What follows belongs to an exercise in optimizing a design on an open flow for small area; a production flow would make more cautious choices.
Where RTL was checked, it was by simulation tests only, not by an equivalence proof against the original.
No activity file was given, so power comes from the tool's default toggle rates.

## lane 1
==> flow/design.v <==
`timescale 1ns/1ps
package frameCamPkg;
	typedef logic [7:0] busByteT;  
	typedef logic [5:0] regAddrT;  
	typedef logic [12:0] adcWordT;  
	typedef logic [9:0] pixelT;  
	typedef logic [8:0] columnT;  
	typedef logic [8:0] lineT;  
	typedef logic [17:0] hitT;
	typedef logic [30:0] stampT;  
	typedef logic [3:0] phaseT;  
	typedef enum logic {
		frameIdle,  
		frameRun  
	} frameStateT;
endpackage
`timescale 1ns/1ps
module syncFifo #(
	parameter int Width = 8,
	parameter int Depth = 16
) (
	input logic bls0we,
	input logic resadd,
	input logic push,
	input logic pop,
	input logic [Width-1:0] pushData,
	output logic [Width-1:0] head,  
	output logic empty,
	output logic full
);
	logic [Width-1:0] mem [Depth];
	logic [Depth-1:0] fill;  
	logic [Depth-1:0] sel;  
	logic doPush;
	logic doPop;
	assign empty = !fill[0];
	assign full = fill[Depth-1];
	assign doPush = push && !full;  
	assign doPop = pop && !empty;  
	always_ff @(posedge bls0we) begin
		if (doPush) begin
			mem[0] <= pushData;
			for (int i = 1; i < Depth; i++)
				mem[i] <= mem[i-1];
		end
	end
	always_ff @(posedge bls0we or posedge resadd) begin
		if (resadd)
			fill <= '0;
		else if (doPush && !doPop)
			fill <= {fill[Depth-2:0], 1'b1};
		else if (doPop && !doPush)
			fill <= {1'b0, fill[Depth-1:1]};
	end
	always_comb begin
		sel = fill & ~{1'b0, fill[Depth-1:1]};
		head = '0;
		for (int i = 0; i < Depth; i++)
			head = head | ({Width{sel[i]}} & mem[i]);
	end
endmodule
`timescale 1ns/1ps
module busRegs (
	input logic bls0we,
	input logic resadd,
	input logic cs,  
	input logic wr,  
	input logic oe,  
	input frameCamPkg::regAddrT adresBus,
	input frameCamPkg::busByteT dataIn,
	input logic frameDone,  
	input frameCamPkg::stampT stampCaptured,
	input logic capValid,  
	input logic shotSeen,
	input frameCamPkg::stampT stampHead,
	input logic stampEmpty,
	input logic stampFull,
	input logic [7:0] hitHead,  
	input logic hitEmpty,
	input logic hitFull,
	output frameCamPkg::busByteT dataOut,
	output logic dataOe,
	output logic runReq,
	output logic goPulse,
	output logic timerClear,
	output frameCamPkg::pixelT threshold,
	output logic stampPop,
	output logic hitPop,
	output logic [3:0] stampWrite  
);
	logic writeEn;  
	logic ctrlWrite;  
	logic go;  
	logic mapped;  
	frameCamPkg::busByteT readByte;  
	logic [3:0] hitLine;  
	logic [5:0] hitColumn;  
	assign writeEn = wr && !cs;
	assign ctrlWrite = writeEn && (adresBus == 6'd0);
	always_ff @(posedge bls0we or posedge resadd) begin
		if (resadd) begin
			go <= 1'b0;
			timerClear <= 1'b0;
			goPulse <= 1'b0;
			stampPop <= 1'b0;
			hitPop <= 1'b0;
		end else begin
			goPulse <= ctrlWrite && dataIn[0];  
			stampPop <= ctrlWrite && dataIn[4];  
			hitPop <= writeEn && (adresBus == 6'd18) && dataIn[4];
			if (ctrlWrite)
				timerClear <= dataIn[6];  
			if (ctrlWrite && dataIn[0])
				go <= 1'b1;  
			else if (frameDone)
				go <= 1'b0;
		end
	end
	assign runReq = go;
	assign stampWrite[0] = writeEn && (adresBus == 6'd4);
	assign stampWrite[1] = writeEn && (adresBus == 6'd5);
	assign stampWrite[2] = writeEn && (adresBus == 6'd6);
	assign stampWrite[3] = writeEn && (adresBus == 6'd7);
	always_ff @(posedge bls0we or posedge resadd) begin
		if (resadd) begin
			threshold <= '0;
		end else if (writeEn) begin
			if (adresBus == 6'd8)
				threshold[7:0] <= dataIn;
			if (adresBus == 6'd9)
				threshold[9:8] <= dataIn[1:0];  
		end
	end
	assign hitLine = {!hitHead[2], hitHead[2:0]};
	assign hitColumn = {(hitHead[7:3] < 5'd11), hitHead[7:3]};
	always_comb begin
		readByte = '0;
		mapped = 1'b1;
		case (adresBus)
			6'd0: readByte = {4'b0000, stampEmpty, stampFull, shotSeen, go};
			6'd4: readByte = capValid ? stampCaptured[7:0] : 8'h00;
			6'd5: readByte = capValid ? stampCaptured[15:8] : 8'h00;
			6'd6: readByte = capValid ? stampCaptured[23:16] : 8'h00;
			6'd7: readByte = capValid ? {1'b0, stampCaptured[30:24]} : 8'h00;
			6'd8: readByte = threshold[7:0];
			6'd9: readByte = {6'b000000, threshold[9:8]};
			6'd10: readByte = stampHead[7:0];
			6'd11: readByte = stampHead[15:8];
			6'd12: readByte = stampHead[23:16];
			6'd13: readByte = {1'b0, stampHead[30:24]};
			6'd14: readByte = {4'b0000, hitLine};
			6'd15: readByte = 8'h00;  
			6'd16: readByte = {2'b00, hitColumn};
			6'd17: readByte = 8'h00;  
			6'd18: readByte = {4'b0000, hitEmpty, hitFull, 2'b00};
			default: mapped = 1'b0;
		endcase
	end
	assign dataOe = !cs && !oe && mapped;  
	assign dataOut = dataOe ? readByte : '0;
endmodule
`timescale 1ns/1ps
module frameTiming (
	input logic bls0we,
	input logic resadd,
	input logic runReq,  
	output logic frameDone,  
	output logic [3:0] phase,  
	output logic [5:0] column,  
	output logic [3:0] line,  
	output logic activePix,  
	output logic mclock,
	output logic mfsync,
	output logic mlsync,
	output logic adcClock
);
	logic running;
	logic tickEnd;  
	logic lineEnd;  
	assign tickEnd = (phase == 4'd9);
	assign lineEnd = (column == 6'd39);
	assign frameDone = running && tickEnd && lineEnd && (line == 4'd13);
	always_ff @(posedge bls0we or posedge resadd) begin
		if (resadd)
			running <= 1'b0;
		else if (running)
			running <= !frameDone;
		else
			running <= runReq;
	end
	always_ff @(posedge bls0we) begin
		if (!running || frameDone) begin
			phase <= '0;
			column <= '0;
			line <= '0;
		end else if (tickEnd) begin
			phase <= '0;
			if (lineEnd) begin
				column <= '0;
				line <= line + 4'd1;
			end else begin
				column <= column + 6'd1;
			end
		end else begin
			phase <= phase + 4'd1;
		end
	end
	assign mclock = !running || column[0];
	assign mfsync = !(running && (line == 4'd0) && (column < 6'd6));
	assign mlsync = !(running && (column == 6'd0));
	assign adcClock = running && (phase >= 4'd2) && (phase <= 4'd6);
	assign activePix = running && (column >= 6'd11) && (column <= 6'd34)
		&& (line >= 4'd4) && (line <= 4'd11);
endmodule
`timescale 1ns/1ps
module pixelCapture (
	input logic bls0we,
	input frameCamPkg::adcWordT adcData,
	input logic [3:0] phase,
	input logic [5:0] column,
	input logic [3:0] line,
	input logic activePix,
	input frameCamPkg::pixelT threshold,
	output logic hitPush,
	output logic [7:0] hitWord
);
	frameCamPkg::pixelT pixelReg;  
	always_ff @(posedge bls0we) begin
		if (phase == 4'd6)
			pixelReg <= adcData[11:2];
	end
	assign hitPush = activePix && (phase == 4'd9) && (pixelReg >= threshold);
	assign hitWord = {column[4:0], line[2:0]};
endmodule
`timescale 1ns/1ps
module shotTimer (
	input logic bls0we,
	input logic resadd,
	input logic foto,  
	input logic ready,
	input logic timerClear,  
	input logic goPulse,  
	input logic [3:0] stampWrite,  
	input frameCamPkg::busByteT stampByte,  
	output frameCamPkg::stampT stampCaptured,  
	output logic capValid,
	output logic shotSeen,
	output logic stampPush,
	output frameCamPkg::stampT stampWord
);
	logic [2:0] preCount;  
	frameCamPkg::stampT timestamp;
	logic fotoSync1;
	logic fotoSync2;
	logic fotoLast;  
	logic shotEdge;
	logic tick;  
	logic [31:0] carry;  
	logic wrap;  
	assign tick = (preCount == 3'd7) && (stampWrite == 4'b0000);
	always_comb begin
		carry[0] = tick;
		for (int i = 0; i < 31; i++)
			carry[i+1] = carry[i] && timestamp[i];
	end
	assign wrap = carry[11] && (timestamp[30:11] == 20'(31'd863999999 >> 11));
	always_ff @(posedge bls0we or posedge resadd) begin
		if (resadd) begin
			preCount <= '0;
			timestamp <= '0;
		end else if (timerClear) begin
			preCount <= '0;
			timestamp <= '0;
		end else begin
			preCount <= preCount + 3'd1;
			for (int i = 0; i < 31; i++) begin
				if (stampWrite[i / 8])
					timestamp[i] <= stampByte[i % 8];  
				else
					timestamp[i] <= !wrap && (timestamp[i] ^ carry[i]);
			end
		end
	end
	always_ff @(posedge bls0we or posedge resadd) begin
		if (resadd) begin
			fotoSync1 <= 1'b0;
			fotoSync2 <= 1'b0;
			fotoLast <= 1'b0;
		end else begin
			fotoSync1 <= foto;
			fotoSync2 <= fotoSync1;
			fotoLast <= fotoSync2;
		end
	end
	assign shotEdge = fotoSync2 && !fotoLast && ready;  
	assign stampPush = shotEdge;
	assign stampWord = timestamp;
	always_ff @(posedge bls0we or posedge resadd) begin
		if (resadd) begin
			shotSeen <= 1'b0;
			capValid <= 1'b0;
		end else if (goPulse) begin
			shotSeen <= 1'b0;  
		end else if (shotEdge && !shotSeen) begin
			shotSeen <= 1'b1;
			capValid <= 1'b1;
		end
	end
	always_ff @(posedge bls0we) begin
		if (!goPulse && shotEdge && !shotSeen)
			stampCaptured <= timestamp;
	end
endmodule
`timescale 1ns/1ps
module frameCam (
	input logic bls0we,
	input logic resadd,
	input logic cs,
	input logic wr,
	input logic oe,
	input frameCamPkg::regAddrT adresBus,
	input frameCamPkg::busByteT dataIn,
	input frameCamPkg::adcWordT adcData,
	input logic foto,
	input logic ready,
	output frameCamPkg::busByteT dataOut,
	output logic dataOe,
	output logic mclock,
	output logic mfsync,
	output logic mlsync,
	output logic adcClock
);
	logic runReq, frameDone, goPulse, timerClear;  
	frameCamPkg::pixelT threshold;
	logic [3:0] phase;
	logic [5:0] column;
	logic [3:0] line;
	logic activePix;
	logic hitPush, hitPop, hitEmpty, hitFull;  
	logic [7:0] hitWord, hitHead;
	logic stampPush, stampPop, stampEmpty, stampFull;  
	frameCamPkg::stampT stampWord, stampHead, stampCaptured;
	logic shotSeen, capValid;
	logic [3:0] stampWrite;  
	busRegs busRegsInst (.bls0we, .resadd, .cs, .wr, .oe, .adresBus, .dataIn, .frameDone,
		.stampCaptured, .capValid, .shotSeen, .stampHead, .stampEmpty, .stampFull, .hitHead,
		.hitEmpty, .hitFull, .dataOut, .dataOe, .runReq, .goPulse, .timerClear,
		.threshold, .stampPop, .hitPop, .stampWrite);
	frameTiming timingInst (.bls0we, .resadd, .runReq, .frameDone, .phase, .column,
		.line, .activePix, .mclock, .mfsync, .mlsync, .adcClock);
	pixelCapture captureInst (.bls0we, .adcData, .phase, .column, .line,
		.activePix, .threshold, .hitPush, .hitWord);
	shotTimer timerInst (.bls0we, .resadd, .foto, .ready, .timerClear, .goPulse,
		.stampWrite, .stampByte(dataIn),
		.stampCaptured, .capValid, .shotSeen, .stampPush, .stampWord);
	syncFifo #(.Width(8), .Depth(16)) hitFifo (.bls0we, .resadd,
		.push(hitPush), .pop(hitPop), .pushData(hitWord), .head(hitHead),
		.empty(hitEmpty), .full(hitFull));
	syncFifo #(.Width(31), .Depth(8)) stampFifo (.bls0we, .resadd,
		.push(stampPush), .pop(stampPop), .pushData(stampWord), .head(stampHead),
		.empty(stampEmpty), .full(stampFull));
endmodule
Settings: LEC_CHECK=0, CAP_MARGIN=20, CORE_MARGIN=2, CORE_UTILIZATION=70, CTS_BUF_LIST=sky130_fd_sc_hd__clkbuf_8, CTS_CLUSTER_DIAMETER=60, CTS_CLUSTER_SIZE=16, SLEW_MARGIN=20; clock period 10.0 ns.
run.sh (not shown) runs the stock make flow with config.mk's settings and CLKGATE_MAP_FILE= SYNTH_SCRIPT=/design/flow/synth_recipe.tcl, a recipe that flattens the netlist after the stock synthesis.
Lane 1: all stages complete, timing, DRC and antenna checks passed
--- input diff lane 1..lane 2 ---
==> flow/design.v, changed modules only <==
module shotTimer (
	input logic bls0we,
	input logic resadd,
	input logic foto,  
	input logic ready,
	input logic timerClear,  
	input logic goPulse,  
	input logic [3:0] stampWrite,  
	input frameCamPkg::busByteT stampByte,  
	output frameCamPkg::stampT stampCaptured,  
	output logic capValid,
	output logic shotSeen,
	output logic stampPush,
	output frameCamPkg::stampT stampWord
);
	logic [2:0] preCount;  
	frameCamPkg::stampT timestamp;
	logic fotoSync1;
	logic fotoSync2;
	logic fotoLast;  
	logic shotEdge;
	always_ff @(posedge bls0we or posedge resadd) begin
		if (resadd) begin
			preCount <= '0;
			timestamp <= '0;
		end else if (timerClear) begin
			preCount <= '0;
			timestamp <= '0;
		end else begin
			preCount <= preCount + 3'd1;
			if (stampWrite != 4'b0000) begin
				if (stampWrite[0])
					timestamp[7:0] <= stampByte;
				if (stampWrite[1])
					timestamp[15:8] <= stampByte;
				if (stampWrite[2])
					timestamp[23:16] <= stampByte;
				if (stampWrite[3])
					timestamp[30:24] <= stampByte[6:0];
			end else if (preCount == 3'd7) begin
				if (timestamp == 31'd863999999)
					timestamp <= '0;
				else
					timestamp <= timestamp + 31'd1;
			end
		end
	end
	always_ff @(posedge bls0we or posedge resadd) begin
		if (resadd) begin
			fotoSync1 <= 1'b0;
			fotoSync2 <= 1'b0;
			fotoLast <= 1'b0;
		end else begin
			fotoSync1 <= foto;
			fotoSync2 <= fotoSync1;
			fotoLast <= fotoSync2;
		end
	end
	assign shotEdge = fotoSync2 && !fotoLast && ready;  
	assign stampPush = shotEdge;
	assign stampWord = timestamp;
	always_ff @(posedge bls0we or posedge resadd) begin
		if (resadd) begin
			shotSeen <= 1'b0;
			capValid <= 1'b0;
		end else if (goPulse) begin
			shotSeen <= 1'b0;  
		end else if (shotEdge && !shotSeen) begin
			shotSeen <= 1'b1;
			capValid <= 1'b1;
		end
	end
	always_ff @(posedge bls0we) begin
		if (!goPulse && shotEdge && !shotSeen)
			stampCaptured <= timestamp;
	end
endmodule
Findings:
From lane 1 to lane 2 the numbers moved as follows: floorplan die width now larger, part of the total power dissipated in the clock network now larger, detailed-routing wirelength on met1 now larger, proportion of synthesized chip area in sequential cells now smaller. Cmp lane 2 vs lane 1: arrival time of data at the critical path endpoint lower in lane 2. The placed cell count of lane 2 exceeds that of lane 1 by 109. When the final numbers for lane 1 and lane 2 were put side by side, the sum of met3 wire segment lengths after detailed routing turned out to be smaller in lane 1. Area after detailed placement (lane 2 over lane 1): increase, 460 um2.
For lane 2, only the layout was checked, not whether the RTL still works.

## what the ideal ports hide
The results above use ideal ports. As a check the final layouts listed here were re-extracted and re-timed, cells and wires unchanged.
Step 1: set_driving_cell puts a clkbuf_16 on bls0we and a buf_2 on each other input, an assumption about the parent block.
Step 2 times the ports against the registers' clock, not the clock port: input delays grow and output delays shrink by t, the midpoint of the rising clock arrivals with the driver on.
Slacks: no drivers / after step 1 / after step 2; pairs: no drivers / after step 1.
run | t, ns | setup WS [ns] | cell pins on the clock port's net
lane 1 | 0.615 | 1.361 / 1.383 / 0.767 | 1
lane 2 | 0.617 | 2.396 / 2.369 / 2.369 | 1
After both steps every run listed still meets setup and hold. For lane 1, which loses most, drivers alone change the setup slack by +0.022 ns; drivers and shift together by -0.594 ns.
